Optimization exercise on an open flow, not production practice. RTL: at most simulated, not proved equivalent. Function not checked: run 3. Power: default activity.

==> flow/design.v <==
package fbnn_pkg;
    localparam int unsigned FracBits = 16;
    localparam int unsigned DimW   = 10;
    localparam int unsigned IdxW   = 20;
    localparam int unsigned AccW   = 27;
    localparam int unsigned StepW  = 26;
    localparam int unsigned CountW = 30;
    localparam int unsigned FsizeW = 19;
    localparam int unsigned OffW   = 9;
    localparam int unsigned ModeW  = 3;
    localparam logic [2:0] RegEnabled = 3'd0;
    localparam logic [2:0] RegMode    = 3'd1;
    localparam logic [2:0] RegPal     = 3'd2;
    localparam logic [2:0] RegWidth   = 3'd3;
    localparam logic [2:0] RegHeight  = 3'd4;
    localparam logic [ModeW-1:0] ModeNtsc = 3'd0;
    localparam logic [ModeW-1:0] ModePal  = 3'd2;
    typedef struct packed {
        logic              reject;
        logic              fits;
        logic [DimW-1:0]   w;
        logic [DimW-1:0]   h;
        logic [DimW-1:0]   rw;
        logic [DimW-1:0]   rl;
        logic [FsizeW-1:0] fsize;
        logic [OffW-1:0]   xo;
        logic [OffW-1:0]   yo;
    } fbnn_geom_t;
    typedef struct packed {
        logic wr;
        logic clr_count;
    } fbnn_cfg_evt_t;
    typedef struct packed {
        logic reject;
        logic buf_sel;
    } fbnn_item_t;
    typedef struct packed {
        logic             start;
        logic [StepW-1:0] dividend;
        logic [DimW-1:0]  divisor;
    } fbnn_div_req_t;
    typedef struct packed {
        logic             done;
        logic [StepW-1:0] quotient;
    } fbnn_div_rsp_t;
    typedef enum logic [2:0] {
        BK_IDLE,
        BK_DIV_COL,
        BK_DIV_ROW,
        BK_MUL,
        BK_SUM
    } fbnn_bk_state_t;
endpackage
module framebuffer_center_or_nn_scale_addr_top #(
    parameter int unsigned MAX_CANVAS_DIM = 1024
) (
    input  logic        clk,
    input  logic        rst_n,
    input  logic        psel,
    input  logic        penable,
    input  logic        pwrite,
    input  logic [4:0]  paddr,
    input  logic [31:0] pwdata,
    output logic [31:0] prdata,
    output logic        pready,
    input  logic        req_valid,
    output logic        req_ready,
    input  logic        buffer_select,
    output logic        rsp_valid,
    input  logic        rsp_ready,
    output logic        status,
    output logic [19:0] source_index,
    output logic [19:0] dest_index,
    output logic        frame_last,
    output logic [31:0] control_word
);
    function automatic logic [26:0] rca(input logic [25:0] a, input logic [25:0] b,
                                        input logic ci);
        logic c;
        c = ci;
        for (int i = 0; i < 26; i++)
        begin
            rca[i] = a[i] ^ b[i] ^ c;
            c = (a[i] & b[i]) | (c & (a[i] ^ b[i]));
        end
        rca[26] = c;
    endfunction
    logic        en_reg;
    logic [2:0]  mode_reg;
    logic        pal_reg;
    logic [9:0]  w;
    logic [9:0]  h;
    logic [2:0]  idx;
    logic        wr;
    logic [2:0]  mode_new;
    logic        pal_new;
    logic [2:0]  eff_old, eff_new;
    logic        clr_count;
    assign idx = paddr[4:2];
    assign wr  = psel && penable && pwrite;
    assign pready = 1'b1;
    assign mode_new = (wr && idx == 3'd1) ? pwdata[2:0] : mode_reg;
    assign pal_new  = (wr && idx == 3'd2) ? pwdata[0] : pal_reg;
    assign eff_old  = (mode_reg != 3'd0) ? mode_reg : {1'b0, pal_reg, 1'b0};
    assign eff_new  = (mode_new != 3'd0) ? mode_new : {1'b0, pal_new, 1'b0};
    assign clr_count = wr && ((idx == 3'd0 && pwdata[0] && !en_reg) ||
                              ((idx == 3'd1 || idx == 3'd2) && en_reg && eff_new != eff_old));
    always_ff @(posedge clk or negedge rst_n)
    begin
        if (!rst_n)
        begin
            en_reg   <= 1'b0;
            mode_reg <= 3'd0;
            pal_reg  <= 1'b0;
            w        <= 10'd320;
            h        <= 10'd240;
        end
        else if (wr)
        begin
            case (idx)
                3'd0: en_reg   <= pwdata[0];
                3'd1: mode_reg <= pwdata[2:0];
                3'd2: pal_reg  <= pwdata[0];
                3'd3: w        <= pwdata[9:0];
                3'd4: h        <= pwdata[9:0];
                default: ;
            endcase
        end
    end
    always_comb
    begin
        case (idx)
            3'd0:    prdata = {31'b0, en_reg};
            3'd1:    prdata = {29'b0, mode_reg};
            3'd2:    prdata = {31'b0, pal_reg};
            3'd3:    prdata = {22'b0, w};
            3'd4:    prdata = {22'b0, h};
            default: prdata = 32'b0;
        endcase
    end
    logic [9:0]  rw, rl;
    logic [18:0] fsize;
    logic [24:0] mc, mr;     
    always_comb
    begin
        case (eff_old)
            3'd0:    begin rw = 10'd320; rl = 10'd240; fsize = 19'd76800;  end
            3'd1:    begin rw = 10'd640; rl = 10'd480; fsize = 19'd307200; end
            3'd2:    begin rw = 10'd352; rl = 10'd288; fsize = 19'd101376; end
            3'd3:    begin rw = 10'd720; rl = 10'd480; fsize = 19'd345600; end
            3'd4:    begin rw = 10'd720; rl = 10'd576; fsize = 19'd414720; end
            3'd5:    begin rw = 10'd720; rl = 10'd480; fsize = 19'd345600; end
            3'd6:    begin rw = 10'd720; rl = 10'd576; fsize = 19'd414720; end
            default: begin rw = 10'd640; rl = 10'd480; fsize = 19'd307200; end
        endcase
        case (eff_old)
            3'd0:    begin mc = 25'd13421773; mr = 25'd17895698; end
            3'd1:    begin mc = 25'd6710887;  mr = 25'd8947849;  end
            3'd2:    begin mc = 25'd12201612; mr = 25'd14913081; end
            3'd3:    begin mc = 25'd5965233;  mr = 25'd8947849;  end
            3'd4:    begin mc = 25'd5965233;  mr = 25'd7456541;  end
            3'd5:    begin mc = 25'd5965233;  mr = 25'd8947849;  end
            3'd6:    begin mc = 25'd5965233;  mr = 25'd7456541;  end
            default: begin mc = 25'd6710887;  mr = 25'd8947849;  end
        endcase
    end
    logic [26:0] dxs, dys;
    logic [10:0] dxw, dyw;
    logic        fits, reject;
    logic [9:0]  ncol, nrow;
    logic [9:0]  dx_eff;
    logic [8:0]  xo_eff, yo_eff;
    assign dxs    = rca({16'b0, rw}, {16'b0, ~w}, 1'b1);
    assign dys    = rca({16'b0, rl}, {16'b0, ~h}, 1'b1);
    assign dxw    = {!dxs[10], dxs[9:0]};
    assign dyw    = {!dys[10], dys[9:0]};
    assign fits   = !dxw[10] && !dyw[10];
    assign reject = !en_reg || (w[9:1] == 9'd0) || (h[9:1] == 9'd0);
    assign ncol   = fits ? w : rw;
    assign nrow   = fits ? h : rl;
    assign dx_eff = fits ? dxw[9:0] : 10'd0;
    assign xo_eff = fits ? dxw[9:1] : 9'd0;
    assign yo_eff = fits ? dyw[9:1] : 9'd0;
    localparam logic [3:0] S_IDLE = 4'd0;    
    localparam logic [3:0] S_HOLD = 4'd1;    
    localparam logic [3:0] S_CADV = 4'd2;    
    localparam logic [3:0] S_RADV = 4'd3;    
    localparam logic [3:0] S_RL   = 4'd4;    
    localparam logic [3:0] S_GC   = 4'd5;    
    localparam logic [3:0] S_GR   = 4'd6;    
    localparam logic [3:0] S_AI   = 4'd7;    
    localparam logic [3:0] S_RL0  = 4'd8;    
    localparam logic [3:0] S_SK   = 4'd11;   
    localparam logic [3:0] S_ODD  = 4'd9;    
    localparam logic [3:0] S_FC   = 4'd10;   
    logic [3:0]  st;
    logic        in_frame;
    logic        vld;
    logic        lat;
    logic [9:0]  col, row;
    logic [5:0]  k;
    logic [17:0] cstep;
    logic [18:0] rstep;
    logic [25:0] cacc;
    logic [15:0] rfrac;
    logic        cy;         
    logic [19:0] rbase;
    logic [19:0] dst;
    logic [29:0] fc;
    logic        fz;         
    logic [9:0]  cint;
    assign cint = cacc[25:16];
    logic        gen;
    assign gen = (st == S_GC) || (st == S_GR);
    logic        mbit;
    logic        r_loop;
    logic [9:0]  r_b;
    logic [19:0] r_sum;
    logic [26:0] r_full;
    assign r_loop = (st == S_RL) || (st == S_RL0);
    always_comb
    begin
        if (r_loop)
            r_b = w;
        else if (st == S_GC)
            r_b = mbit ? w : 10'd0;
        else if (st == S_GR)
            r_b = mbit ? h : 10'd0;
        else
            r_b = reject ? 10'd0 : cint;
    end
    assign r_full = rca({6'b0, rbase}, {16'b0, r_b}, 1'b0);
    assign r_sum  = r_full[19:0];
    logic [9:0]  col_dec, row_dec;
    logic        col_end, row_end, row_zero, is_last;
    assign col_dec  = col - 10'd1;
    assign row_dec  = row - 10'd1;
    assign col_end  = (col == 10'd1);
    assign row_zero = (row[9:1] == 9'd0) && !row[0];
    assign row_end  = (row[9:1] == 9'd0) && row[0];
    assign is_last  = col_end && row_end;
    logic        k25, k_gc_end, k_gr_end, k_fc_end;
    logic [2:0]  rl_target;
    logic        rl_hit;
    assign k25      = (k == 6'd25);
    assign k_gc_end = (k == 6'd34);              
    assign k_gr_end = (k == 6'd35);              
    assign k_fc_end = (k == 6'd29);
    assign rl_target = (st == S_RL0) ? {1'b0, rstep[18:17]} : rstep[18:16];
    assign rl_hit    = (k[2:0] == rl_target);
    logic        c_a, c_b, c_c, c_s;
    logic        r_a, r_b1, r_c, r_s;
    assign c_a = cacc[0];
    assign c_b = (k < 6'd18) && cstep[0];
    assign c_c = (k != 6'd0) && cy;
    assign c_s = c_a ^ c_b ^ c_c;
    assign r_a = rfrac[0];
    assign r_b1 = rstep[0];
    assign r_c = (k != 6'd0) && cy;
    assign r_s = r_a ^ r_b1 ^ r_c;
    logic        gbit;
    assign gbit = fits ? (k == 6'd33) : r_sum[0];
    logic        skip_done;
    logic [10:0] dst_b;
    logic        dst_cin;
    logic [19:0] dst_sum;
    logic [26:0] dst_full;
    assign skip_done = row_zero;
    always_comb
    begin
        dst_b   = 11'd0;
        dst_cin = 1'b1;
        if (st == S_SK)
        begin
            dst_b   = {rw, 1'b0};
            dst_cin = 1'b0;
        end
        else if (st == S_ODD)
        begin
            dst_b   = yo_eff[0] ? {1'b0, rw} : 11'd0;
            dst_cin = 1'b0;
        end
        else if (col_end)
        begin
            dst_b = {1'b0, dx_eff};
        end
    end
    assign dst_full = rca({6'b0, dst}, {15'b0, dst_b}, dst_cin);
    assign dst_sum  = dst_full[19:0];
    assign req_ready = (st == S_IDLE);
    logic fc_b, fc_c;
    assign fc_b = fc[0] && !fz;
    assign fc_c = (k == 6'd0) || cy;
    always_ff @(posedge clk or negedge rst_n)
    begin
        if (!rst_n)
        begin
            st       <= S_IDLE;
            in_frame <= 1'b0;
            vld      <= 1'b0;
            fz       <= 1'b1;
        end
        else
        begin
            case (st)
                S_IDLE:
                begin
                    if (req_valid)
                    begin
                        if (reject)
                        begin
                            in_frame <= 1'b0;
                            vld      <= 1'b1;
                            st       <= S_HOLD;
                        end
                        else if (in_frame)
                        begin
                            if (is_last)
                            begin
                                in_frame <= 1'b0;
                                st       <= S_FC;
                            end
                            else
                            begin
                                vld <= 1'b1;
                                st  <= S_HOLD;
                            end
                        end
                        else
                        begin
                            st <= S_GC;
                        end
                    end
                end
                S_HOLD:
                begin
                    if (rsp_ready)
                    begin
                        vld <= 1'b0;
                        if (in_frame)
                            st <= col_end ? S_RADV : S_CADV;
                        else
                            st <= S_IDLE;
                    end
                end
                S_CADV: if (k25) st <= S_IDLE;
                S_RADV: if (k25) st <= S_RL;
                S_RL:   if (rl_hit) st <= S_IDLE;
                S_GC:   if (k_gc_end) st <= S_GR;
                S_GR:   if (k_gr_end) st <= S_AI;
                S_AI:   if (k25) st <= S_RL0;
                S_RL0:  if (rl_hit) st <= S_SK;
                S_SK:   if (skip_done) st <= S_ODD;
                S_ODD:
                begin
                    in_frame <= 1'b1;
                    vld      <= 1'b1;
                    st       <= S_HOLD;
                end
                S_FC:
                begin
                    if (k_fc_end)
                    begin
                        vld <= 1'b1;
                        st  <= S_HOLD;
                    end
                end
                default: st <= S_IDLE;
            endcase
            if (wr && (idx <= 3'd4))
            begin
                in_frame <= 1'b0;
            end
            if (clr_count)
                fz <= 1'b1;
            else if (st == S_FC && k_fc_end)
                fz <= 1'b0;
        end
    end
    always_ff @(posedge clk)
    begin
        if ((st == S_GC) && (k < 6'd25))
            mbit <= mc[k[4:0]];
        else if ((st == S_GR) && (k < 6'd25))
            mbit <= mr[k[4:0]];
        else
            mbit <= 1'b0;
        if (((st == S_CADV) || (st == S_RADV) || (st == S_AI)) && !k25)
            k <= k + 6'd1;
        else if ((st == S_GC) && !k_gc_end)
            k <= k + 6'd1;
        else if ((st == S_GR) && !k_gr_end)
            k <= k + 6'd1;
        else if (((st == S_RL) || (st == S_RL0)) && !rl_hit)
            k <= k + 6'd1;
        else if ((st == S_FC) && !k_fc_end)
            k <= k + 6'd1;
        else
            k <= 6'd0;
        case (st)
            S_IDLE:
            begin
                if (req_valid)
                begin
                    if (reject)
                    begin
                        rbase <= 20'd0;
                        dst   <= 20'd0;
                    end
                    else if (!in_frame)
                    begin
                        lat   <= buffer_select;
                        rbase <= 20'd0;
                        row   <= {2'b0, yo_eff[8:1]};
                        dst   <= {1'b0, buffer_select ? fsize : 19'd0} | {11'b0, xo_eff};
                    end
                end
            end
            S_HOLD:
            begin
                if (rsp_ready && in_frame)
                begin
                    dst <= dst_sum;
                    if (col_end)
                    begin
                        col <= ncol;
                        row <= row_dec;
                    end
                    else
                    begin
                        col <= col_dec;
                    end
                end
            end
            S_CADV:
            begin
                cacc <= {c_s, cacc[25:1]};
                cy  <= (c_a & c_b) | (c_c & (c_a ^ c_b));
                if (k < 6'd18)
                    cstep <= {cstep[0], cstep[17:1]};
            end
            S_RADV, S_AI:
            begin
                cacc <= {(k < 6'd17) && cstep[1], cacc[25:1]};
                if (k < 6'd18)
                    cstep <= {cstep[0], cstep[17:1]};
                if (k < 6'd16)
                begin
                    if (st == S_RADV)
                        rfrac <= {r_s, rfrac[15:1]};
                    else
                        rfrac <= {rstep[1], rfrac[15:1]};
                    cy <= (r_a & r_b1) | (r_c & (r_a ^ r_b1));
                end
                if (k < 6'd19)
                    rstep <= {rstep[0], rstep[18:1]};
            end
            S_RL:
            begin
                if (!rl_hit)
                    rbase <= r_sum;
                else if (cy)
                    rbase <= r_sum;
            end
            S_GC:
            begin
                cstep <= {gbit, cstep[17:1]};
                rbase <= k_gc_end ? 20'd0 : {1'b0, r_sum[19:1]};
            end
            S_GR:
            begin
                rstep <= {gbit, rstep[18:1]};
                rbase <= k_gr_end ? 20'd0 : {1'b0, r_sum[19:1]};
            end
            S_RL0:
            begin
                if (!rl_hit)
                    rbase <= r_sum;
            end
            S_SK:
            begin
                if (!skip_done)
                begin
                    dst <= dst_sum;
                    row <= row_dec;
                end
            end
            S_ODD:
            begin
                dst <= dst_sum;
                col <= ncol;
                row <= nrow;
            end
            S_FC:
            begin
                fc    <= {fc_b ^ fc_c, fc[29:1]};
                cy <= fc_b && fc_c;
            end
            default: ;
        endcase
    end
    assign rsp_valid    = vld;
    assign status       = reject;
    assign source_index = r_sum;
    assign dest_index   = dst;
    assign frame_last   = !reject && !in_frame;
    assign control_word = frame_last ? {fz ? 30'd0 : fc, 1'b0, lat} : 32'd0;
endmodule
==> flow/flow/run.sh <==
#!/bin/bash
# The standard layout (standard.sh), with these changes to how it is made:
#  - the port buffers use the smallest buffer cell, sky130_fd_sc_hd__buf_1;
#  - clock tree synthesis clusters at most 12 sinks within 60 um per clkbuf_8
#    and inserts no dummy loads;
set -o pipefail
export BUFFER_PORTS_ARGS="-buffer_cell sky130_fd_sc_hd__buf_1"
export CTS_ARGS="-sink_clustering_enable -repair_clock_nets -sink_clustering_size 12 -sink_clustering_max_diameter 60 -buf_list sky130_fd_sc_hd__clkbuf_8 -dont_use_dummy_load"
export REMOVE_ABC_BUFFERS=1
bash standard.sh > standard.log 2>&1
status=$?
tail -20 standard.log
exit $status
==> flow/standard.sh <==
#!/bin/bash
# synth_recipe.tcl (not shown) runs the flow's synth.tcl, then flattens the netlist and writes it again
# the make line also repeats each setting of config.mk as NAME=value (left out here)
make -C /OpenROAD-flow-scripts/flow DESIGN_CONFIG=/design/flow/config.mk WORK_HOME=/design/flow/orfs CLKGATE_MAP_FILE= SYNTH_SCRIPT=/design/flow/synth_recipe.tcl "${@:-finish}"
==> flow/config.mk <==
export PLATFORM = sky130hd
export DESIGN_NAME = framebuffer_center_or_nn_scale_addr_top
export DESIGN_NICKNAME = framebuffer_center_or_nn_scale_addr_top
export VERILOG_FILES = /design/flow/design.v
export SDC_FILE = /design/flow/constraint.sdc
export NUM_CORES = 4
export LEC_CHECK = 0
export CAP_MARGIN = 20
export CORE_MARGIN = 2
export CORE_UTILIZATION = 60
export GPL_TIMING_DRIVEN = 0
export SLEW_MARGIN = 20
==> flow/constraint.sdc <==
create_clock -name core_clock -period 10.0 [get_ports {clk}]
set_input_delay 2.0000 -clock core_clock [delete_from_list [all_inputs] [get_ports {clk}]]
set_output_delay 2.0000 -clock core_clock [all_outputs]
set_load 0.01 [all_outputs]
==> notes.md, run 1 <==
status timing/DRC/antenna clean; first-pass GRT wire length 42200 µm; Worst R2R Start mode_reg[0]; Peak VDD IR roughly 0.17 mV; fillers around 1400; aggregate global routing overflow 0; Yosys cell types slightly above 80; initial DRC count 702; non-filler cells, final 1363; Die ar. roughly 0.020 mm²; hold_ws 406 ps; initial antenna violation count 0; clk latency of the worst-skew pair 550 ps; Worst path slowest cell dfrtp_1; slew margin rel. between 20% and 30%; Worst path max stage delay between 400 and 500 ps; Core Box Area around 0.019 mm²; fin nets 1243; CTS tree built; Setup crit end kind primary output; Final GP Congestion ~0.9; vias per cell 6.18; placed instance count 1313; number of global-route vias before repair 7666; Tightest Pin Transition ~1100 ps; DRT antenna net count 0; Fmax between 0.1 and 0.15 GHz; row cnt 50; total iterations of the first detailed-routing run 6; max reg flops 30; Max Cap Viol 0; kind of critical path register to primary output; Synth Flop Type edfxtp_1; Critical Path Start Type register; WHS Endpoint rfrac[7]; Final Max Slew Viols 0; drt wl/cell 20.4 µm; Hold Crit Start rfrac[8]; detailed placement HPWL 19100 µm; pwr dens 265 mW/mm²; drt total wl 27800 µm; Post-Syn Area 0.0115 mm²; Die Y 142 µm; Root Driver clkbuf_8; fraction of registers with async set/reset 15.2%; register area share after synthesis 52.9%; r2r setup slk 360 ps; crit path DAT 7690 ps; reg2reg end dst[19]; Clk pin slew, worst setup/hold paths about 100 ps; diode count 0; post-synthesis instance total 1027; R2R depth 36; P&R area growth vs syn 10.5%; period utilization 96.9%; CTS Sinks 210; register bank with the most flops fc; cell mode on critical path ha_1; Initial Util approximately 61%; clock tree buffer depth 3; Synth warnings 1; syn avg cell area 11.2 µm²; WHS Path Cells 0; setup TNS 0 ps; HP Class register to register; CTS buffer count 22; CTS H-tree depth 1; via count 8421; minimum clock period after layout 9690 ps; Leak 4.58 nW; io pins 154; required time worst endpoint 8000 ps; final hold violations 0; Finish-stage setup viols 0; All-Layer GR Usage 26.8%; cts hold-fix bufs 0; die width 142 µm; Post-synth EDFFs between 150 and 200; Worst Skew ~72 ps; IO Port Bufs 105; share of cells above drive strength 1 12.0%; crit-path max FO 10; critical path startpoint h[2]; Remaining DRCs 0; Yosys reg bits 210; pin count of the biggest net entering global routing 31; total power 3.37 mW; Regs by FF count fc (30), cacc (26)
report_power, final:
part / internal [mW] / switching (mW) / leakage, nW
clock: 0.196 / 0.273 / 0.158
combinational: 0.538 / 0.910 / 2.41
sequential: 1.26 / 0.191 / 2.02
critical path: cells and delay by family, from the launching register on:
| family | cells | cell delay (ps) |
|---|---|---|
| compound gates | 2 | 340 |
| xor+xnor | 1 | 150 |
| flops | 1 | 460 |
| buf+inv | 4 | 360 |
| fa+ha+maj | 19 | 5090 |
| simple gates | 4 | 770 |
per-stage QoR:
step	area, µm²	worst slack (ps)	util (%)
after CTS	12500	23.4	66.5
final	12700	314	67.7
after global routing	12700	-12.4	67.7
after detailed placement	12000	-982	64.1
after floorplan	11200	285	-
after global placement	11900	-887	63.2
what timing repair did:
action                                  in CTS  in global routing
endpoints found under the setup margin      14                  7
hold endpoints to repair                     0                  0
pin swaps                                    3                  4
resized for setup                           24                 22
gates cloned                                 2                  0
buffers inserted                             7                 19
worst max path at each step:
stage	slack [ps]	to
2_1_floorplan	280	dst[18]
3_3_place_gp	-890	dst[18]
3_5_place_dp	-980	dst[18]
4_1_cts	20	source_index[19]
5_1_grt	-10	dst[19]
6_report	310	source_index[19]
cells in the final DEF (no fill, tap or decap), drive strengths merged, types with 15 or more instances in the layout:
cell type  instances
a21oi             37
a22o              22
and2              39
buf              138
clkbuf            23
conb              24
dfrtp             25
edfxtp           171
fa                33
ha                34
inv               59
mux2              15
nand2             97
nand3             31
nor2              61
nor3              22
o21ai             76
xnor2             23
kinds of logic after synthesis:
| group | Yosys count | synth area share (%) |
|---|---|---|
| AOI/OAI and AO/OA | 241 | 14.0 |
| xor gates and xnor gates | 33 | 2.51 |
| and+or+nand+nor | 312 | 13.5 |
| DFF | 210 | 52.9 |
| adders and majority gates | 67 | 9.44 |
| muxes | 19 | 1.96 |
| buffers and inverters | 143 | 5.61 |
| other | 2 | 0.0653 |
layer usage:
| metal | vias up | global-route usage, % | routed length [µm] |
|---|---|---|---|
| met4 | 0 | 6.41 | 536 |
| met1 | 4101 | 40.4 | 12300 |
| li1 | 3894 | - | - |
| met3 | 46 | 5.38 | 2550 |
| met2 | 380 | 40.5 | 12500 |
| met5 | - | 0 | 0 |
Yosys cell counts, types with 22 or more instances:
library cell | instances | area, µm²
edfxtp_1 | 171 | 5130
ha_1 | 34 | 425
o21ai_0 | 72 | 360
clkbuf_1 | 44 | 165
and2_1 | 37 | 231
nor2_1 | 61 | 229
inv_1 | 57 | 214
nand3_1 | 30 | 150
buf_4 | 24 | 180
xnor2_1 | 23 | 201
a21oi_1 | 37 | 185
fa_1 | 33 | 661
dfrtp_1 | 25 | 626
nand2_1 | 97 | 364
a22o_1 | 22 | 193
final cells by class:
class	instances	area (µm²)	share of cell area, %
sequential	210	6110	48.1
multi-input combinational	698	5070	39.9
timing repair buffer	139	708	5.57
clock buffer	22	303	2.38
tap	234	293	2.30
inverter	60	230	1.81
==> run 2, diff against run 1 <==
==> flow/run.sh (new file) <==
#!/bin/bash
# synth_recipe.tcl (not shown) runs the flow's synth.tcl, then flattens the netlist and writes it again
# the make line also repeats each setting of config.mk as NAME=value (left out here)
make -C /OpenROAD-flow-scripts/flow DESIGN_CONFIG=/design/flow/config.mk WORK_HOME=/design/flow/orfs CLKGATE_MAP_FILE= SYNTH_SCRIPT=/design/flow/synth_recipe.tcl finish
--- a/flow/config.mk
+++ b/flow/config.mk
@@ -8,5 +8,7 @@
 export CAP_MARGIN = 20
 export CORE_MARGIN = 2
 export CORE_UTILIZATION = 60
-export GPL_TIMING_DRIVEN = 0
+export CTS_BUF_LIST = sky130_fd_sc_hd__clkbuf_8
+export CTS_CLUSTER_DIAMETER = 60
+export CTS_CLUSTER_SIZE = 12
 export SLEW_MARGIN = 20
removed: flow/flow/run.sh
removed: flow/standard.sh
==> run 2 against run 1 <==
Flip-flop and latch count did not move; worst hold slack better by 5.9 ps; clock power up 15%; sequential share of layout area decreased by 2.4 points; register-to-register slack gained 210 ps; design area increased by 4.8%; clock skew decreased by 59 ps; die area stayed put; sequential power is 3% lower; via count up 0.13%; setup slack improved by 99 ps; core utilization increased by 3.3 points; critical path type unchanged; largest cell class unchanged.
==> notes.md, run 2 <==
cell accounting for the most synthesized area edfxtp_1; Worst path slowest cell dfrtp_1; Flop pwr share 39.4% (-3.7 points); DRT antenna net count 0 (unchanged); Yosys reg bits 210 (unchanged); register bank with the most flops fc; r2r setup slk 570 ps (+210 ps); Critical Path Start Type register; Synth warnings 1 (unchanged); Net Sw Frac 38.9% (-1.9 points); max reg flops 30 (unchanged); met2 WL post-DR 12900 µm (+3.2%); Core Box Area 0.0188 mm² (unchanged); register area share after synthesis 52.9% (unchanged); P&R area growth vs syn 15.8%; post-synthesis instance total 1027 (unchanged); clock network power share 15.1% (+1.2 points); most common cell after layout, fill and taps aside edfxtp_1; reg2reg end dst[19]; Peak VDD IR 0.171 mV (+2.7%); Logic pwr share 45.5% (+2.5 points); Post-synth EDFFs 171 (unchanged); CTS H-tree depth 1 (unchanged); minimum clock period after layout 9590 ps (-99.3 ps); critical path startpoint w[3]; total iterations of the first detailed-routing run 6 (unchanged); Root Driver clkbuf_8; Worst R2R Start h[1]; Final Max Slew Viols 0 (unchanged); WHS Endpoint cstep[16]; pin count of the biggest net entering global routing 34 (+9.7%); cts hold-fix bufs 0 (unchanged); crit path DAT 7590 ps (-100 ps); detailed placement HPWL 20100 µm (+5.0%); Worst Skew 13.0 ps (-59.4 ps); Synth top cells by count edfxtp_1, nand2_1, o21ai_0; fraction of registers with async set/reset 15.2% (unchanged); Yosys cell types 83 (unchanged); period utilization 95.9% (-0.99 points); Synth Flop Type edfxtp_1; Setup crit end kind primary output; hold_ws 412 ps (+5.87 ps); drt total wl 27900 µm (+0.16%); kind of critical path register to primary output; cell with the most instances after synthesis edfxtp_1; CTS buffer count 22 (unchanged); R2R depth 38 (+5.6%); status timing/DRC/antenna clean; aggregate global routing overflow 0 (unchanged); Leak 4.96 nW (+8.2%); pwr dens 269 mW/mm² (+1.4%); row cnt 50 (unchanged); Fmax 0.104 GHz (+1.0%); die width 142 µm (unchanged); WHS Path Cells 0 (unchanged); final hold violations 0 (unchanged); slew margin rel. 33.0% (+5.5 points); vias per cell 6.10 (-1.3%); Regs by FF count fc (30), cacc (26); Design Area, Final 0.0133 mm² (+4.8%); syn avg cell area 11.2 µm² (unchanged); CP bufs+invs 4 (unchanged); via count 8432 (+0.13%); Hold Crit Start cstep[17]; first-pass GRT wire length 43700 µm (+3.6%); Die ar. 0.0203 mm² (unchanged); metal1 wirelength 12100 µm (-1.6%); Post-DP Area 0.0128 mm² (+6.4%); wire length on met3 2370 µm (-7.2%); initial DRC count 832 (+19%); Die Y 142 µm (unchanged); cell mode on critical path ha_1; Finish-stage setup viols 0 (unchanged); Int Pwr 2.19 mW (+9.8%); number of global-route vias before repair 8025 (+4.7%); io pins 154 (unchanged); IO Port Bufs 105 (unchanged); top cell family by delay on the critical path adder cells; Remaining DRCs 0 (unchanged); All-Layer GR Usage 27.7% (+0.92 points); area of the multi-input gates 0.00496 mm² (-2.1%); DR top layer met4; Max Cap Viol 0 (unchanged); storage element area 0.00609 mm² (-0.31%); Final GP Congestion 0.950 (+3.6%); Initial Util 61.3% (unchanged); CTS tree built; fillers 1407 (-2.9%); HP Class register to register; diode count 0 (unchanged); Post-Syn Area 0.0115 mm² (unchanged); Tightest Pin Transition 1000 ps (-82.2 ps); Worst path max stage delay 400 ps (-60 ps); initial antenna violation count 0 (unchanged); Net Switching 1.39 mW (+1.3%); drt wl/cell 20.2 µm (-1.3%); fin nets 1245 (+0.16%); required time worst endpoint 8000 ps (about the same); synth top area cells edfxtp_1, fa_1, dfrtp_1, ha_1, nand2_1; top cell type's share of synthesized area 44.6% (unchanged); crit-path max FO 3 (-7); Post-Route Utilization 71.0% (+3.3 points); clock tree buffer depth 3 (unchanged); Clk pin slew, worst setup/hold paths 90 ps (about the same); share of cells above drive strength 1 10.6% (-1.3 points); clk latency of the worst-skew pair 550 ps (about the same); commonest cells after routing, fill and taps aside edfxtp_1, clkdlybuf4s50_1, nand2_1, inv_1, o21ai_0; CTS Sinks 210 (unchanged)
[run 2: changes by cell type in the layout (fill, tap and decap cells not counted), sizes merged]
cell	before	now
bufinv	0	1
inv	59	76
nand3	31	30
buf	138	37
and2	39	38
dlymetal6s2s	0	3
clkdlybuf4s50	0	102
[run 2: cells by family (layout without fill, tap and decap cells)]
kind of cell	after synthesis	after routing	synth area share, %
xor gates and xnor gates	33	33	2.51
muxes	19	19	1.96
AOI/OAI and AO/OA	241	241	14.0
other	2	24	0.0653
and+or+nand+nor	312	312	13.5
buffers and inverters	143	243	5.61
adders and majority gates	67	67	9.44
DFF	210	210	52.9
[run 2: what timing repair did]
item                       in CTS  in global routing
pin swaps                       2                  3
setup buffers                   2                  1
setup endpoints to repair       3                  3
resized for setup              13                  7
[run 2: final cells by class]
class                   count  area share (%)
multi-input cells         696            37.2
inverters                  60            1.69
flip-flops and latches    210            45.7
well taps                 234            2.20
repair buffers            143            10.1
clock buffers              22            2.27
clock inverters            18           0.798
[run 2: worst max-delay path by stage]
stage / cells past startpoint / slack, ps / to
detailed placement: 30 / 260 / source_index[19]
finish: 30 / 410 / source_index[19]
CTS: 30 / 3 / source_index[19]
floorplan: 40 / 350 / dst[18]
global route: 30 / -0.1 / source_index[19]
global placement: 30 / 500 / source_index[19]
[run 2: per-stage QoR]
step / TNS [ps] / std cells / worst slack [ps] / total power, mW
4_1_cts: 0 / 1380 / 3.21 / 3.57
3_5_place_dp: 0 / 1338 / 264 / 3.00
5_1_grt: -0.100 / 1383 / -0.100 / 3.80
2_1_floorplan: 0 / 1049 / 347 / 2.36
6_report: 0 / 1383 / 413 / 3.58
3_3_place_gp: 0 / 1338 / 498 / 2.97
[run 2: power groups by stage]
stage | Combinational [mW] | Clock [mW] | Sequential, mW
6_report | 1.63 | 0.539 | 1.41
3_5_place_dp | 1.58 | 0 | 1.42
5_1_grt | 1.78 | 0.583 | 1.43
2_1_floorplan | 0.995 | 0 | 1.37
3_3_place_gp | 1.55 | 0 | 1.42
4_1_cts | 1.61 | 0.550 | 1.41
[run 2: per-layer routing]
layer  GRT usage, %  vias up
met5              0        -
met4           7.09        0
met2           43.4      384
li1               -     3888
met1           40.2     4108
met3           5.59       52
[run 2: worst reg2reg max path, delay by kind of cell, from the launching register on]
kind / cells / cell delay (ps)
flip-flops: 1 / 470
adder cells (fa/ha/maj): 27 / 7400
AND/OR/NAND/NOR: 3 / 370
XOR/XNOR: 1 / 110
buffers and inverters: 7 / 790
==> run 3, diff against run 2 <==
--- a/flow/design.v
+++ b/flow/design.v
@@ -213,6 +213,7 @@
     logic        gen;
     assign gen = (st == S_GC) || (st == S_GR);
     logic        mbit;
+    assign mbit = (st == S_GC) ? mc[k[4:0]] && (k < 6'd25) : mr[k[4:0]] && (k < 6'd25);
     logic        r_loop;
     logic [9:0]  r_b;
     logic [19:0] r_sum;
@@ -243,8 +244,8 @@
     logic [2:0]  rl_target;
     logic        rl_hit;
     assign k25      = (k == 6'd25);
-    assign k_gc_end = (k == 6'd34);              
-    assign k_gr_end = (k == 6'd35);              
+    assign k_gc_end = (k == 6'd33);              
+    assign k_gr_end = (k == 6'd34);              
     assign k_fc_end = (k == 6'd29);
     assign rl_target = (st == S_RL0) ? {1'b0, rstep[18:17]} : rstep[18:16];
     assign rl_hit    = (k[2:0] == rl_target);
@@ -259,7 +260,7 @@
     assign r_c = (k != 6'd0) && cy;
     assign r_s = r_a ^ r_b1 ^ r_c;
     logic        gbit;
-    assign gbit = fits ? (k == 6'd33) : r_sum[0];
+    assign gbit = fits ? (k == 6'd32) : r_sum[0];
     logic        skip_done;
     logic [10:0] dst_b;
     logic        dst_cin;
@@ -379,12 +380,6 @@
     end
     always_ff @(posedge clk)
     begin
-        if ((st == S_GC) && (k < 6'd25))
-            mbit <= mc[k[4:0]];
-        else if ((st == S_GR) && (k < 6'd25))
-            mbit <= mr[k[4:0]];
-        else
-            mbit <= 1'b0;
         if (((st == S_CADV) || (st == S_RADV) || (st == S_AI)) && !k25)
             k <= k + 6'd1;
         else if ((st == S_GC) && !k_gc_end)
--- a/flow/config.mk
+++ b/flow/config.mk
@@ -11,4 +11,5 @@
 export CTS_BUF_LIST = sky130_fd_sc_hd__clkbuf_8
 export CTS_CLUSTER_DIAMETER = 60
 export CTS_CLUSTER_SIZE = 12
+export SETUP_SLACK_MARGIN = 0.3
 export SLEW_MARGIN = 20
==> run 3 against run 2 <==
Setup slack got worse by 140 ps; critical path depth is 7 higher; design area is 4.5% higher; largest cell class unchanged.
==> notes.md, run 3 <==
status timing/DRC/antenna clean; Peak VDD IR 0.171 mV (about the same); Worst Skew 20.3 ps (+7.24 ps); Final GP Congestion 0.933 (-1.8%); synth top area cells edfxtp_1, fa_1, dfrtp_1, ha_1, o21ai_0; Synth top cells by count edfxtp_1, nand2_1, o21ai_0; number of global-route vias before repair 8286 (+3.3%); final hold violations 0 (unchanged); drt wl/cell 19.7 µm (-2.4%); non-filler cells, final 1426 (+3.1%); pre-CTS WS -133 ps (-397 ps); post-synthesis instance total 1008 (-1.9%); HP Class register to register; minimum clock period after layout 9720 ps (+135 ps); Post-synth EDFFs 171 (unchanged); Design Area, Final 0.0139 mm² (+4.5%); period utilization 97.2% (+1.4 points); aggregate global routing overflow 0 (unchanged); crit-path max FO 4 (+1); clk latency of the worst-skew pair 550 ps (about the same); most common cell after layout, fill and taps aside edfxtp_1; Worst path slowest cell dfrtp_1; CTS tree built; syn avg cell area 11.2 µm² (+0.21%); Leak 5.27 nW (+6.3%); Synth warnings 1 (unchanged); detailed placement HPWL 19800 µm (-1.6%); hold_ws 420 ps (+8.12 ps); fin nets 1287 (+3.4%); cell accounting for the most synthesized area edfxtp_1; Die ar. 0.0200 mm² (-1.6%); vias per cell 5.90 (-3.2%); Setup crit end kind primary output; Max Cap Viol 0 (unchanged); Die Y 141 µm (-0.80%); max reg flops 30 (unchanged); Root Driver clkbuf_8; CTS H-tree depth 1 (unchanged); first-pass GRT wire length 44600 µm (+2.1%); cell with the most instances after synthesis edfxtp_1; Yosys cell types 78 (-6.0%); register bank with the most flops fc; crit path DAT 7720 ps (+130 ps); P&R area growth vs syn 23.0%; CTS buffer count 23 (+4.5%); slew margin rel. 42.7% (+9.7 points); PnR worst setup slack 278 ps (-135 ps); pin count of the biggest net entering global routing 33 (-2.9%); fraction of registers with async set/reset 15.3% (+0.073 points); kind of critical path register to primary output; io pins 154 (unchanged); top cell type's share of synthesized area 45.4% (+0.75 points); initial antenna violation count 0 (unchanged); die width 141 µm (-0.80%); Synth Flop Type edfxtp_1; Critical Path Start Type register; total iterations of the first detailed-routing run 6 (unchanged); share of cells above drive strength 1 18.5% (+7.9 points); required time worst endpoint 8000 ps (about the same); DRT antenna net count 0 (unchanged); Clk pin slew, worst setup/hold paths 80 ps (about the same); Regs by FF count fc (30), cacc (26); Yosys reg bits 209 (-0.48%); Remaining DRCs 0 (unchanged); Core Box Area 0.0186 mm² (-1.0%); via count 8418 (-0.17%); Fmax 0.103 GHz (-1.4%); r2r setup slk 690 ps (+120 ps); cts hold-fix bufs 0 (unchanged); drt total wl 28000 µm (+0.60%); fillers 1304 (-7.3%); Tightest Pin Transition 856 ps (-146 ps); commonest cells after routing, fill and taps aside edfxtp_1, clkdlybuf4s50_1, nand2_1, buf_4, o21ai_0; Finish-stage setup viols 0 (unchanged); initial DRC count 786 (-5.5%); row cnt 50 (unchanged); register area share after synthesis 53.6% (+0.71 points); Post-Syn Area 0.0113 mm² (-1.6%); Initial Util 60.9% (-0.40 points); diode count 0 (unchanged); total power 3.92 mW (+9.6%); pwr dens 282 mW/mm² (+4.9%); Final Max Slew Viols 0 (unchanged); unrepaired setup endpoints after global routing yes; clock tree buffer depth 3 (unchanged); Post-DP Area 0.0129 mm² (+1.1%); CTS Sinks 209 (-0.48%); placed instance count 1365 (+2.0%); IO Port Bufs 105 (unchanged); All-Layer GR Usage 28.4% (+0.70 points); Worst path max stage delay 440 ps (+40 ps)
-- run 3: cell count changes in the layout (fill, tap and decap cells not counted), sizes merged, moves of 5 or more --
cell,previous run,this run
a21oi,37,25
a221o,2,8
a22o,22,15
buf,37,97
mux2,15,8
nand2,97,92
nor3,22,16
o221ai,10,3
-- run 3: repair_timing --
action	CTS	global route
cloned	2	0
gates resized for setup	79	25
setup endpoints to repair	7	11
pin swaps	25	25
setup buffers	13	4
-- run 3: cells by family after synthesis --
logic type / after synthesis / synth area share (%)
mux: 15 / 1.53
other cells: 2 / 0.0664
compound gates: 215 / 12.6
xor+xnor: 33 / 2.55
simple gates: 319 / 14.2
fa+ha+maj: 67 / 9.60
buf+inv: 148 / 5.80
flops: 209 / 53.6
-- run 3: worst paths after layout --
check | from | endpoint | depth (start not counted)
min | rstep[10] | rstep[9] | 0
min in group asynchronous | rst_n | w[7] | 2
max reg2reg | mode_reg[1] | dst[18] | 38
max | mode_reg[1] | source_index[19] | 37
min reg2reg | rstep[10] | rstep[9] | 0
max in group asynchronous | rst_n | st[2] | 2
-- run 3: worst max-delay path, delay by kind of cell (launching register included) --
family | cells | cell delay (ps)
AOI/OAI and AO/OA | 5 | 990
xor gates and xnor gates | 1 | 180
adders and majority gates | 19 | 4160
buffers and inverters | 10 | 840
DFF | 1 | 440
and+or+nand+nor | 2 | 540
-- run 3: cell type report --
class	count	area, µm²	share of cell area (%)
Inverter	69	260	1.87
Tap cell	234	293	2.10
Sequential cell	209	6070	43.6
Timing Repair Buffer	199	1770	12.7
Multi-Input combinational cell	673	5010	36.0
Clock inverter	19	190	1.37
Clock buffer	23	317	2.27
-- run 3: power by group --
group,total [mW],internal [mW],leakage [nW],switching [mW]
Clock,0.639,0.323,0.295,0.316
Sequential,1.47,1.29,2.01,0.180
Combinational,1.82,0.823,2.97,0.992
-- run 3: routing by layer --
layer  up-vias  global-route usage [%]  part of all wire, %  wire, µm
met5         -                       0                    0         0
met4         0                    7.47                  3.0       833
met3        70                    4.79                  7.2      2030
met2       369                    43.9                   45     12700
met1      4061                    42.5                   45     12500
li1       3918                       -                    -         -
-- run 3: through the flow --
stage	setup TNS, ps	util (%)
CTS	0	74.3
global route	0	74.9
floorplan	0	-
global placement	-7.23	69.6
detailed placement	-193	69.6
finish	0	74.9
==> run 4, diff against run 3 <==
--- a/flow/design.v
+++ b/flow/design.v
@@ -141,6 +141,9 @@
     logic [9:0]  rw, rl;
     logic [18:0] fsize;
     logic [24:0] mc, mr;     
+    logic        c2x, r2x;
+    assign c2x = (eff_old == 3'd1) || (eff_old == 3'd7);     
+    assign r2x = (eff_old != 3'd0) && (eff_old != 3'd2);     
     always_comb
     begin
         case (eff_old)
@@ -155,13 +158,13 @@
         endcase
         case (eff_old)
             3'd0:    begin mc = 25'd13421773; mr = 25'd17895698; end
-            3'd1:    begin mc = 25'd6710887;  mr = 25'd8947849;  end
+            3'd1:    begin mc = 25'd13421773; mr = 25'd17895698; end
             3'd2:    begin mc = 25'd12201612; mr = 25'd14913081; end
-            3'd3:    begin mc = 25'd5965233;  mr = 25'd8947849;  end
-            3'd4:    begin mc = 25'd5965233;  mr = 25'd7456541;  end
-            3'd5:    begin mc = 25'd5965233;  mr = 25'd8947849;  end
-            3'd6:    begin mc = 25'd5965233;  mr = 25'd7456541;  end
-            default: begin mc = 25'd6710887;  mr = 25'd8947849;  end
+            3'd3:    begin mc = 25'd5965233;  mr = 25'd17895698; end
+            3'd4:    begin mc = 25'd5965233;  mr = 25'd14913081; end
+            3'd5:    begin mc = 25'd5965233;  mr = 25'd17895698; end
+            3'd6:    begin mc = 25'd5965233;  mr = 25'd14913081; end
+            default: begin mc = 25'd13421773; mr = 25'd17895698; end
         endcase
     end
     logic [26:0] dxs, dys;
@@ -213,7 +216,6 @@
     logic        gen;
     assign gen = (st == S_GC) || (st == S_GR);
     logic        mbit;
-    assign mbit = (st == S_GC) ? mc[k[4:0]] && (k < 6'd25) : mr[k[4:0]] && (k < 6'd25);
     logic        r_loop;
     logic [9:0]  r_b;
     logic [19:0] r_sum;
@@ -244,8 +246,8 @@
     logic [2:0]  rl_target;
     logic        rl_hit;
     assign k25      = (k == 6'd25);
-    assign k_gc_end = (k == 6'd33);              
-    assign k_gr_end = (k == 6'd34);              
+    assign k_gc_end = (k == {5'd17, c2x});       
+    assign k_gr_end = r2x ? (k == 6'd36) : (k == 6'd35);    
     assign k_fc_end = (k == 6'd29);
     assign rl_target = (st == S_RL0) ? {1'b0, rstep[18:17]} : rstep[18:16];
     assign rl_hit    = (k[2:0] == rl_target);
@@ -260,7 +262,9 @@
     assign r_c = (k != 6'd0) && cy;
     assign r_s = r_a ^ r_b1 ^ r_c;
     logic        gbit;
-    assign gbit = fits ? (k == 6'd32) : r_sum[0];
+    logic        g2x;
+    assign g2x  = (st == S_GC) ? c2x : r2x;
+    assign gbit = fits ? (g2x ? (k == 6'd34) : (k == 6'd33)) : r_sum[0];
     logic        skip_done;
     logic [10:0] dst_b;
     logic        dst_cin;
@@ -380,6 +384,12 @@
     end
     always_ff @(posedge clk)
     begin
+        if ((st == S_GC) && (k < 6'd25))
+            mbit <= mc[k[4:0]];
+        else if ((st == S_GR) && (k < 6'd25))
+            mbit <= mr[k[4:0]];
+        else
+            mbit <= 1'b0;
         if (((st == S_CADV) || (st == S_RADV) || (st == S_AI)) && !k25)
             k <= k + 6'd1;
         else if ((st == S_GC) && !k_gc_end)
==> flow/flow/run.sh (new file) <==
#!/bin/bash
# The standard layout (standard.sh), with two changes to how it is made:
#  - the port buffers use the smallest buffer cell, sky130_fd_sc_hd__buf_1;
#  - clock tree synthesis inserts no dummy loads.
# Everything else, including synthesis, is the standard flow unchanged.
set -o pipefail
export BUFFER_PORTS_ARGS="-buffer_cell sky130_fd_sc_hd__buf_1"
export CTS_ARGS="-sink_clustering_enable -repair_clock_nets -sink_clustering_size 16 -sink_clustering_max_diameter 80 -buf_list sky130_fd_sc_hd__clkbuf_8 -dont_use_dummy_load"
bash standard.sh > standard.log 2>&1
status=$?
tail -20 standard.log
exit $status
==> flow/standard.sh (new file) <==
#!/bin/bash
# synth_recipe.tcl (not shown) runs the flow's synth.tcl, then flattens the netlist and writes it again
# the make line also repeats each setting of config.mk as NAME=value (left out here)
make -C /OpenROAD-flow-scripts/flow DESIGN_CONFIG=/design/flow/config.mk WORK_HOME=/design/flow/orfs CLKGATE_MAP_FILE= SYNTH_SCRIPT=/design/flow/synth_recipe.tcl "${@:-finish}"
--- a/flow/config.mk
+++ b/flow/config.mk
@@ -8,8 +8,4 @@
 export CAP_MARGIN = 20
 export CORE_MARGIN = 2
 export CORE_UTILIZATION = 60
-export CTS_BUF_LIST = sky130_fd_sc_hd__clkbuf_8
-export CTS_CLUSTER_DIAMETER = 60
-export CTS_CLUSTER_SIZE = 12
-export SETUP_SLACK_MARGIN = 0.3
 export SLEW_MARGIN = 20
removed: flow/run.sh
==> run 4 against run 3 <==
Clock-buffer cell count down 6; fmax grew 1.7%; combinational power decreased by 72%; critical path type unchanged; critical endpoint unchanged; highest routed layer unchanged.
==> notes.md, run 4 <==
status timing/DRC/antenna clean; total iterations of the first detailed-routing run 6 (unchanged); first-pass GRT wire length 41300 µm (-7.4%); clk latency of the worst-skew pair 530 ps (-20 ps); pre-CTS WS 593 ps (+726 ps); Fmax 0.105 GHz (+1.7%); Final GP Congestion 0.902 (-3.3%); pwr dens 160 mW/mm² (-43%); DRT antenna net count 0 (unchanged); fraction of registers with async set/reset 15.2% (-0.073 points); cell accounting for the most synthesized area edfxtp_1; Regs by FF count fc (30), cacc (26); Leak 4.52 nW (-14%); period utilization 95.6% (-1.7 points); Yosys cell types 75 (-3.8%); pin count of the biggest net entering global routing 35 (+6.1%); CTS Sinks 210 (+0.48%); Die Y 142 µm (+0.35%); Worst path max stage delay 400 ps (-40 ps); Flop pwr share 53.4% (+16 points); Clk pin slew, worst setup/hold paths 110 ps (+30 ps); Synth warnings 1 (unchanged); share of cells above drive strength 1 9.44% (-9.1 points); aggregate global routing overflow 0 (unchanged); slew margin rel. 32.0% (-11 points); Logic pwr share 25.7% (-21 points); Worst Skew 39.6 ps (+19.3 ps); initial antenna violation count 0 (unchanged); drt wl/cell 19.8 µm (+0.87%); Synth Flop Type edfxtp_1; Net Switching 0.641 mW (-57%); CTS buffer count 17 (-26%); Net Sw Frac 32.2% (-5.7 points); CTS tree built; Die ar. 0.0201 mm² (+0.70%); Post-Route Utilization 66.5% (-8.4 points); HP Class register to register; register bank with the most flops fc; most common cell after layout, fill and taps aside edfxtp_1; Synth top cells by count edfxtp_1, nand2_1, o21ai_0; Post-synth EDFFs 171 (unchanged); P&R area growth vs syn 8.79%; drt total wl 26700 µm (-4.8%); non-filler cells, final 1346 (-5.6%); r2r setup slk 510 ps (-180 ps); All-Layer GR Usage 26.6% (-1.9 points); Core Box Area 0.0186 mm² (+0.34%); initial DRC count 717 (-8.8%); syn avg cell area 11.3 µm² (+0.82%); Setup crit end kind primary output; row cnt 50 (unchanged); final hold violations 0 (unchanged); number of global-route vias before repair 7605 (-8.2%); Max Cap Viol 0 (unchanged); max reg flops 30 (unchanged); Tightest Pin Transition 1020 ps (+162 ps); io pins 154 (unchanged); clock tree buffer depth 3 (unchanged); kind of critical path register to primary output; cell mode on critical path ha_1; minimum clock period after layout 9560 ps (-167 ps); IO Port Bufs 105 (unchanged); PnR worst setup slack 445 ps (+167 ps); Peak VDD IR 0.121 mV (-29%); synth top area cells edfxtp_1, fa_1, dfrtp_1, ha_1, nand2_1; required time worst endpoint 8000 ps (about the same); Design Area, Final 0.0124 mm² (-11%); cell with the most instances after synthesis edfxtp_1; Post-Syn Area 0.0114 mm² (+0.72%); die width 142 µm (+0.35%); crit-path max FO 3 (-1); crit path DAT 7560 ps (-160 ps); Critical Path Start Type register; detailed placement HPWL 19200 µm (-2.8%); diode count 0 (unchanged); fillers 1500 (+15%); Post-DP Area 0.0120 mm² (-6.9%); Int Pwr 1.35 mW (-45%); CTS H-tree depth 1 (unchanged); Remaining DRCs 0 (unchanged); cts hold-fix bufs 0 (unchanged); Finish-stage setup viols 0 (unchanged); top cell type's share of synthesized area 45.1% (-0.32 points); vias per cell 6.02 (+2.1%); commonest cells after routing, fill and taps aside edfxtp_1, buf_1, nand2_1, o21ai_0, inv_1; Initial Util 61.1% (+0.23 points); clock network power share 20.9% (+4.6 points); register area share after synthesis 53.4% (-0.21 points); fin nets 1229 (-4.5%); Root Driver clkbuf_8; post-synthesis instance total 1007 (-0.099%); Yosys reg bits 210 (+0.48%); placed instance count 1322 (-3.2%); Final Max Slew Viols 0 (unchanged); Worst path slowest cell dfstp_2; via count 8109 (-3.7%)
[run 4: changes by cell type in the layout (fill, tap and decap cells not counted), moves of 13 or more]
cell,previous run,this run
buf_1,0,103
clkdlybuf4s50_1,100,0
buf_4,87,39
ha_1,24,37
[run 4: worst paths after layout]
path / endpoint / startpoint / cells past startpoint
max: source_index[19] / w[8] / 30
min: cacc[0] / cacc[1] / 0
max in group asynchronous: w[3] / rst_n / 1
min reg2reg: cacc[0] / cacc[1] / 0
min in group asynchronous: st[3] / rst_n / 1
max reg2reg: dst[18] / mode_reg[0] / 36
[run 4: what timing repair did]
item,in CTS,in global routing
buffers inserted,0,7
hold endpoints to repair,0,0
endpoints found under the setup margin,0,3
gates resized for setup,0,20
[run 4: metrics by stage]
stage	hold slack, ps	power, mW	setup TNS, ps
2_1_floorplan	400	1.39	0
3_3_place_gp	403	1.56	0
3_5_place_dp	406	1.57	0
4_1_cts	407	1.99	0
5_1_grt	424	2.10	-10.7
6_report	404	1.99	0
[run 4: metal layers]
layer  part of all wire (%)  GRT usage, %  vias to the layer above
met3                    6.3          4.02                       49
met1                     44          39.1                     3963
met4                    2.6          7.16                        0
li1                       -             -                     3813
met5                      0             0                        -
met2                     47          41.7                      284
[run 4: layout make-up]
cell class,count,area [µm²],share of cell area [%]
flip-flops and latches,210,6090,49.1
multi-input cells,678,4850,39.1
repair buffers,144,689,5.56
well taps,234,293,2.36
inverters,63,239,1.93
clock buffers,17,234,1.89
[run 4: cells by family after synthesis]
family | count (synthesis) | share of synthesized area [%]
other | 2 | 0.0659
and+or+nand+nor | 312 | 13.6
AOI/OAI and AO/OA | 225 | 13.5
adders and majority gates | 70 | 9.86
xor gates and xnor gates | 32 | 2.46
buffers and inverters | 141 | 5.65
DFF | 210 | 53.4
muxes | 15 | 1.50
[run 4: power by group through the flow]
stage	registers (mW)	clock network [mW]	logic [mW]
2_1_floorplan	1.07	0	0.321
3_3_place_gp	1.08	0	0.481
3_5_place_dp	1.08	0	0.493
4_1_cts	1.06	0.429	0.496
5_1_grt	1.07	0.460	0.568
6_report	1.06	0.416	0.511
[run 4: critical path, delay by kind of cell, from the launching register on]
| family | cells | cell delay, ps |
|---|---|---|
| adder cells (fa/ha/maj) | 19 | 5110 |
| flip-flops | 1 | 400 |
| buffers and inverters | 4 | 360 |
| AO/OA/AOI/OAI | 2 | 250 |
| XOR/XNOR | 1 | 160 |
| AND/OR/NAND/NOR | 4 | 780 |
==> run 5, diff against run 4 <==
==> flow/flow/run.sh (replaced) <==
#!/bin/bash
# The standard layout (standard.sh), with two changes to how it is made:
#  - the port buffers use the smallest buffer cell, sky130_fd_sc_hd__buf_1;
#  - clock tree synthesis inserts no dummy loads.
# Everything else, including synthesis, is the standard flow unchanged.
set -o pipefail
export BUFFER_PORTS_ARGS="-buffer_cell sky130_fd_sc_hd__buf_1"
export CTS_ARGS="-sink_clustering_enable -repair_clock_nets -sink_clustering_size 24 -sink_clustering_max_diameter 100 -buf_list sky130_fd_sc_hd__clkbuf_16 -dont_use_dummy_load"
bash standard.sh > standard.log 2>&1
status=$?
tail -20 standard.log
exit $status
==> run 5 against run 4 <==
Clock power increased by 16%; design area increased by 0.25%; first-iteration DRC count increased by 1.7%; setup slack got worse by 29 ps; clock skew decreased by 12 ps; non-clock buffer count decreased by 3; synthesized area unchanged; die area unchanged; via count about the same; sequential share of layout area decreased by 0.14 points; worst hold slack improved by 7.8 ps; largest power group unchanged.
==> notes.md, run 5 <==
Final GP Congestion 0.902 (unchanged); Max Cap Viol 0 (unchanged); Worst path slowest cell dfstp_2; clk latency of the worst-skew pair 470 ps (-60 ps); via count 8106 (-0.037%); Finish-stage setup viols 0 (unchanged); synth top area cells edfxtp_1, fa_1, dfrtp_1, ha_1, nand2_1; Design Area, Final 0.0124 mm² (+0.25%); Yosys reg bits 210 (unchanged); drt total wl 26700 µm (about the same); Initial Util 61.1% (unchanged); syn avg cell area 11.3 µm² (unchanged); Post-Synth Adder-Cell Area 9.86% (unchanged); CTS Sinks 210 (unchanged); Post-DP Area 0.0120 mm² (unchanged); WHS Path Cells 0 (unchanged); diode count 0 (unchanged); pin count of the biggest net entering global routing 35 (unchanged); Final Max Slew Viols 0 (unchanged); post-synthesis instance total 1007 (unchanged); io pins 154 (unchanged); Synth top cells by count edfxtp_1, nand2_1, o21ai_0; Post-synth EDFFs 171 (unchanged); Root Driver clkbuf_16; IO Port Bufs 105 (unchanged); Synth Flop Type edfxtp_1; most common cell after layout, fill and taps aside edfxtp_1; hold_ws 412 ps (+7.85 ps); fin nets 1221 (-0.65%); HP Class register to register; WHS Endpoint cacc[11]; drt wl/cell 20.0 µm (+0.67%); pwr dens 165 mW/mm² (+2.9%); die width 142 µm (unchanged); aggregate global routing overflow 0 (unchanged); detailed placement HPWL 19200 µm (unchanged); kind of critical path register to primary output; Fmax 0.104 GHz (-0.30%); Die ar. 0.0201 mm² (unchanged); total iterations of the first detailed-routing run 5 (-1); post-synthesis xor/xnor area fraction 2.46% (unchanged); Die Y 142 µm (unchanged); Yosys cell types 75 (unchanged); Regs by FF count fc (30), cacc (26); register area share after synthesis 53.4% (unchanged); CTS buffer count 12 (-5); Clk pin slew, worst setup/hold paths 90 ps (-20 ps); Setup crit end kind primary output; top cell type's share of synthesized area 45.1% (unchanged); cell accounting for the most synthesized area edfxtp_1; R2R depth 36 (unchanged); max reg flops 30 (unchanged); setup TNS 0 ps (unchanged); Peak VDD IR 0.132 mV (+9.0%); Hold Crit Start cacc[12]; clock tree buffer depth 3 (unchanged); CTS H-tree depth 1 (unchanged); first-pass GRT wire length 41100 µm (-0.53%); Leak 4.53 nW (+0.29%); P&R area growth vs syn 9.07%; Critical Path Start Type register; period utilization 95.8% (+0.29 points); cell mode on critical path ha_1; initial antenna violation count 0 (unchanged); initial DRC count 729 (+1.7%); compound-cell area share of the yosys netlist 13.5% (unchanged); All-Layer GR Usage 26.4% (-0.12 points); Post-Route Utilization 66.7% (+0.17 points); reg2reg end dst[18]; crit-path max FO 5 (+2); Post-Syn Area 0.0114 mm² (unchanged); vias per cell 6.06 (+0.56%); DRT antenna net count 0 (unchanged); status timing/DRC/antenna clean; cts hold-fix bufs 0 (unchanged); number of global-route vias before repair 7572 (-0.43%); fraction of registers with async set/reset 15.2% (unchanged); unrepaired setup endpoints after global routing no; Simple-Gate Fraction of Synth Area 13.6% (unchanged); Tightest Pin Transition 1010 ps (-3.95 ps); Worst path max stage delay 430 ps (+30 ps); row cnt 50 (unchanged); slew margin rel. 32.2% (+0.26 points); minimum clock period after layout 9580 ps (+29.1 ps); required time worst endpoint 8000 ps (about the same); crit path DAT 7580 ps (+20 ps); largest family of logic cells by synthesized area simple AND/OR/NAND/NOR gates; register bank with the most flops fc; share of cells above drive strength 1 8.51% (-0.93 points); Core Box Area 0.0186 mm² (unchanged); mux contribution to synthesized area 1.50% (unchanged); CTS tree built; cell with the most instances after synthesis edfxtp_1; Worst Skew 27.6 ps (-12.0 ps); commonest cells after routing, fill and taps aside edfxtp_1, buf_1, nand2_1, o21ai_0, inv_1; Remaining DRCs 0 (unchanged); r2r setup slk 490 ps (-20 ps); Synth warnings 1 (unchanged); Worst R2R Start mode_reg[0]; final hold violations 0 (unchanged)
run 5: cell type report:
cell class              count  area, µm²
inverters                  63        239
flip-flops and latches    210       6090
multi-input cells         678       4840
fillers                  1494       6210
well taps                 234        293
repair buffers            141        667
clock buffers              12        300
run 5: repair_timing:
item	4_1_cts	5_1_grt
gates resized for setup	0	16
setup buffers	0	4
endpoints found under the setup margin	0	2
run 5: logic make-up (layout without fill, tap and decap cells):
| group | count (synthesis) | count (layout) |
|---|---|---|
| compound gates | 225 | 225 |
| simple gates | 312 | 312 |
| xor+xnor | 32 | 32 |
| buf+inv | 141 | 216 |
| other cells | 2 | 24 |
| mux | 15 | 15 |
| flops | 210 | 210 |
| fa+ha+maj | 70 | 70 |
run 5: how the worst max path moves through the flow:
stage / endpoint / slack [ps] / startpoint / cells after the start
2_1_floorplan: dst[18] / 800 / mode_reg[0] / 39
3_3_place_gp: source_index[19] / 650 / w[3] / 30
3_5_place_dp: dst[18] / 590 / mode_reg[0] / 36
4_1_cts: source_index[19] / 60 / w[3] / 30
5_1_grt: source_index[19] / 10 / w[8] / 30
6_report: source_index[19] / 420 / w[8] / 30
run 5: layer usage:
| layer | GRT usage [%] | part of all wire (%) | vias to the layer above |
|---|---|---|---|
| li1 | - | - | 3801 |
| met3 | 4.12 | 6.6 | 42 |
| met1 | 39.0 | 45 | 3970 |
| met5 | 0 | 0 | - |
| met4 | 7.21 | 2.4 | 0 |
| met2 | 41.4 | 46 | 293 |
run 5: report_power, final:
| group | switching [mW] | internal [mW] |
|---|---|---|
| Combinational | 0.323 | 0.186 |
| Sequential | 0.0554 | 1.01 |
| Clock | 0.264 | 0.216 |
| Total | 0.643 | 1.41 |
run 5: worst max-delay path, delay by kind of cell (launching register included):
kind | cells | cell delay, ps
adders and majority gates | 19 | 5160
and+or+nand+nor | 4 | 780
DFF | 1 | 430
buffers and inverters | 4 | 370
AOI/OAI and AO/OA | 2 | 260
xor gates and xnor gates | 1 | 160
run 5: stage by stage:
step	worst slack, ps	instances	power [mW]
after floorplan	798	1029	1.39
after global placement	653	1322	1.56
after detailed placement	593	1322	1.57
after CTS	64.2	1334	2.05
after global routing	10.7	1338	2.15
final	416	1338	2.05
==> run 6, diff against run 5 <==
--- a/flow/design.v
+++ b/flow/design.v
@@ -177,7 +177,8 @@
     assign dys    = rca({16'b0, rl}, {16'b0, ~h}, 1'b1);
     assign dxw    = {!dxs[10], dxs[9:0]};
     assign dyw    = {!dys[10], dys[9:0]};
-    assign fits   = !dxw[10] && !dyw[10];
+    always_ff @(posedge clk)
+        fits <= !dxw[10] && !dyw[10];
     assign reject = !en_reg || (w[9:1] == 9'd0) || (h[9:1] == 9'd0);
     assign ncol   = fits ? w : rw;
     assign nrow   = fits ? h : rl;
@@ -416,8 +417,6 @@
                     begin
                         lat   <= buffer_select;
                         rbase <= 20'd0;
-                        row   <= {2'b0, yo_eff[8:1]};
-                        dst   <= {1'b0, buffer_select ? fsize : 19'd0} | {11'b0, xo_eff};
                     end
                 end
             end
@@ -469,6 +468,11 @@
             end
             S_GC:
             begin
+                if (k == 6'd0)
+                begin
+                    row <= {2'b0, yo_eff[8:1]};
+                    dst <= {1'b0, lat ? fsize : 19'd0} | {11'b0, xo_eff};
+                end
                 cstep <= {gbit, cstep[17:1]};
                 rbase <= k_gc_end ? 20'd0 : {1'b0, r_sum[19:1]};
             end
==> flow/flow/run.sh (replaced) <==
#!/bin/bash
# The standard layout (standard.sh), with two changes to how it is made:
#  - the port buffers use the smallest buffer cell, sky130_fd_sc_hd__buf_1;
#  - clock tree synthesis inserts no dummy loads.
# Everything else, including synthesis, is the standard flow unchanged.
set -o pipefail
export BUFFER_PORTS_ARGS="-buffer_cell sky130_fd_sc_hd__buf_1"
export CTS_ARGS="-sink_clustering_enable -repair_clock_nets -sink_clustering_size 16 -sink_clustering_max_diameter 80 -buf_list sky130_fd_sc_hd__clkbuf_8 -dont_use_dummy_load"
bash standard.sh > standard.log 2>&1
status=$?
tail -20 standard.log
exit $status
--- a/flow/config.mk
+++ b/flow/config.mk
@@ -7,5 +7,5 @@
 export LEC_CHECK = 0
 export CAP_MARGIN = 20
 export CORE_MARGIN = 2
-export CORE_UTILIZATION = 60
+export CORE_UTILIZATION = 72
 export SLEW_MARGIN = 20
==> run 6 against run 5 <==
Still clean; flip-flop and latch count increased by 1; worst hold slack got worse by 12 ps; power increased by 68%; sequential share of layout area increased by 0.85 points; routed wire length about the same; register-to-register slack improved by 2100 ps; clock power decreased by 14%; critical path depth unchanged; synthesized area increased by 0.45%; clock-buffer cell count increased by 5; critical endpoint unchanged; largest power group is now combinational logic.
==> notes.md, run 6 <==
cell accounting for the most synthesized area edfxtp_1; drt total wl 26700 µm (about the same); IO Port Bufs 105 (unchanged); Leak 4.53 nW (about the same); vias per cell 6.21 (+2.4%); WHS Endpoint rstep[4]; Critical Path Start Type register; post-synthesis instance total 1003 (-0.40%); pre-CTS WS 494 ps (-98.7 ps); slew margin rel. 28.6% (-3.6 points); syn avg cell area 11.4 µm² (+0.85%); top cell type's share of synthesized area 44.9% (-0.20 points); initial DRC count 1000 (+37%); Regs by FF count fc (30), cacc (26); CTS tree built; register area share after synthesis 53.3% (-0.064 points); total iterations of the first detailed-routing run 6 (+1); fraction of registers with async set/reset 15.2% (-0.072 points); cell mode on critical path ha_1; fin nets 1212 (-0.74%); Hold Crit Start rstep[5]; Peak VDD IR 0.223 mV (+69%); WHS Path Cells 0 (unchanged); final hold violations 0 (unchanged); Global Route met2 Usage 48.8% (+7.4 points); Yosys cell types 82 (+9.3%); cell with the most instances after synthesis edfxtp_1; drt wl/cell 20.4 µm (+2.0%); pwr dens 280 mW/mm² (+70%); Int Pwr 2.00 mW (+42%); register bank with the most flops fc; clock network power share 12.1% (-11 points); period utilization 96.2% (+0.37 points); row cnt 46 (-8.0%); Logic pwr share 44.4% (+20 points); Die ar. 0.0169 mm² (-16%); Core Box Area 0.0157 mm² (-16%); status timing/DRC/antenna clean; setup TNS 0 ps (unchanged); io pins 154 (unchanged); Final GP Congestion 0.965 (+6.9%); Post-Syn Area 0.0114 mm² (+0.45%); crit path DAT 7620 ps (+40 ps); clock tree buffer depth 3 (unchanged); R2R depth 24 (-33%); Flop pwr share 43.6% (-8.1 points); critical path startpoint w[2]; Worst R2R Start mode_reg[0]; synth top area cells edfxtp_1, fa_1, dfrtp_1, ha_1, o21ai_0; Root Driver clkbuf_8; HP Class register to register; P&R area growth vs syn 7.05%; detailed placement HPWL 19200 µm (+0.26%); Most Used Layer, Global Route met2; first-pass GRT wire length 40400 µm (-1.7%); Post-synth EDFFs 171 (unchanged); reg2reg end dst[18]; crit-path max FO 10 (+5); Fmax 0.104 GHz (-0.38%); Yosys reg bits 211 (+0.48%); Final Max Slew Viols 0 (unchanged); All-Layer GR Usage 31.5% (+5.0 points); Synth Flop Type edfxtp_1; fillers 1063 (-29%); minimum clock period after layout 9620 ps (+37.0 ps); Synth warnings 1 (unchanged); die width 130 µm (-8.3%); Net Switching 1.44 mW (+120%); Clk pin slew, worst setup/hold paths 110 ps (+20 ps); required time worst endpoint 8000 ps (about the same); initial antenna violation count 0 (unchanged); clk latency of the worst-skew pair 520 ps (+50 ps); r2r setup slk 2570 ps (+2080 ps); Finish-stage setup viols 0 (unchanged); commonest cells after routing, fill and taps aside edfxtp_1, buf_1, nand2_1, o21ai_0, inv_1; Max Cap Viol 0 (unchanged); Setup crit end kind primary output; Remaining DRCs 0 (unchanged); Initial Util 72.9% (+12 points); via count 8135 (+0.36%); diode count 0 (unchanged); total power 3.44 mW (+68%); DRT antenna net count 0 (unchanged); most common cell after layout, fill and taps aside edfxtp_1; met1 usage 47.1% (+8.1 points); aggregate global routing overflow 0 (unchanged); CTS H-tree depth 1 (unchanged); kind of critical path register to primary output; CTS buffer count 17 (+5); cts hold-fix bufs 0 (unchanged); Tightest Pin Transition 1070 ps (+56.6 ps); Synth top cells by count edfxtp_1, nand2_1, o21ai_0; Worst path max stage delay 470 ps (+40 ps); PnR worst setup slack 379 ps (-37.0 ps); Worst path slowest cell dfrtp_2; GR Layer Usage met3 4.26% (+0.15 points); CTS Sinks 211 (+0.48%); max reg flops 30 (unchanged); number of global-route vias before repair 7447 (-1.7%); share of cells above drive strength 1 9.04% (+0.53 points); placed instance count 1291 (-2.3%); Net Sw Frac 41.8% (+10 points); Die Y 130 µm (-8.3%); non-filler cells, final 1311 (-2.0%); Worst Skew 54.4 ps (+26.8 ps); pin count of the biggest net entering global routing 47 (+34%)
run 6: cell types whose count changed after synthesis, sizes merged, moves of 6 or more:
| cell | change |
|---|---|
| mux2i | +6 |
| o21ai | +15 |
| o211ai | -7 |
| mux2 | +7 |
| a21oi | +8 |
| clkbuf | -11 |
| inv | -7 |
| or2 | +6 |
| a22oi | -8 |
run 6: how the worst max path moves through the flow:
stage / end / slack, ps
final: source_index[19] / 380
after floorplan: source_index[19] / 1130
after global placement: source_index[19] / 660
after global routing: source_index[19] / -50
after CTS: source_index[19] / 8
after detailed placement: source_index[19] / 490
run 6: through the flow:
| stage | utilization (%) | hold WS [ps] | cell area (µm²) |
|---|---|---|---|
| floorplan | - | 400 | 11500 |
| global placement | 76.0 | 403 | 11900 |
| detailed placement | 76.0 | 405 | 11900 |
| CTS | 77.5 | 405 | 12200 |
| global route | 78.0 | 420 | 12300 |
| finish | 78.0 | 400 | 12300 |
run 6: per-layer routing:
layer	wire, µm	vias up
li1	-	3753
met1	11400	3918
met2	12400	397
met3	2060	67
met4	872	0
met5	0	-
run 6: cells by family after synthesis:
kind of cell,Yosys count,synth area share (%)
AOI/OAI and AO/OA,218,12.5
DFF,211,53.3
other,2,0.0656
and+or+nand+nor,316,14.0
xor gates and xnor gates,29,2.22
adders and majority gates,70,9.88
muxes,27,2.55
buffers and inverters,130,5.46
run 6: power groups by stage:
stage               clock, mW  combinational [mW]  sequential (mW)
floorplan                   0                1.07             1.44
global placement            0                1.45             1.50
detailed placement          0                1.48             1.51
CTS                     0.421                1.50             1.49
global route            0.445                1.68             1.52
finish                  0.414                1.53             1.50
run 6: layout make-up:
cell class / instances / area, µm² / area share [%]
clock buffer: 17 / 234 / 1.91
inverter: 59 / 226 / 1.85
multi-input combinational: 684 / 4880 / 39.8
sequential: 211 / 6110 / 49.8
tap: 216 / 270 / 2.21
timing repair buffer: 124 / 539 / 4.40
run 6: critical path: cells and delay by family, from the launching register on:
family | cells | cell delay (ps)
simple gates | 4 | 720
flops | 1 | 470
compound gates | 2 | 240
fa+ha+maj | 19 | 5150
buf+inv | 4 | 340
xor+xnor | 1 | 180
run 6: what timing repair did:
action / 4_1_cts / 5_1_grt
setup endpoints to repair: 1 / 4
pin swaps: 0 / 2
setup buffers: 0 / 3
resized for setup: 1 / 20
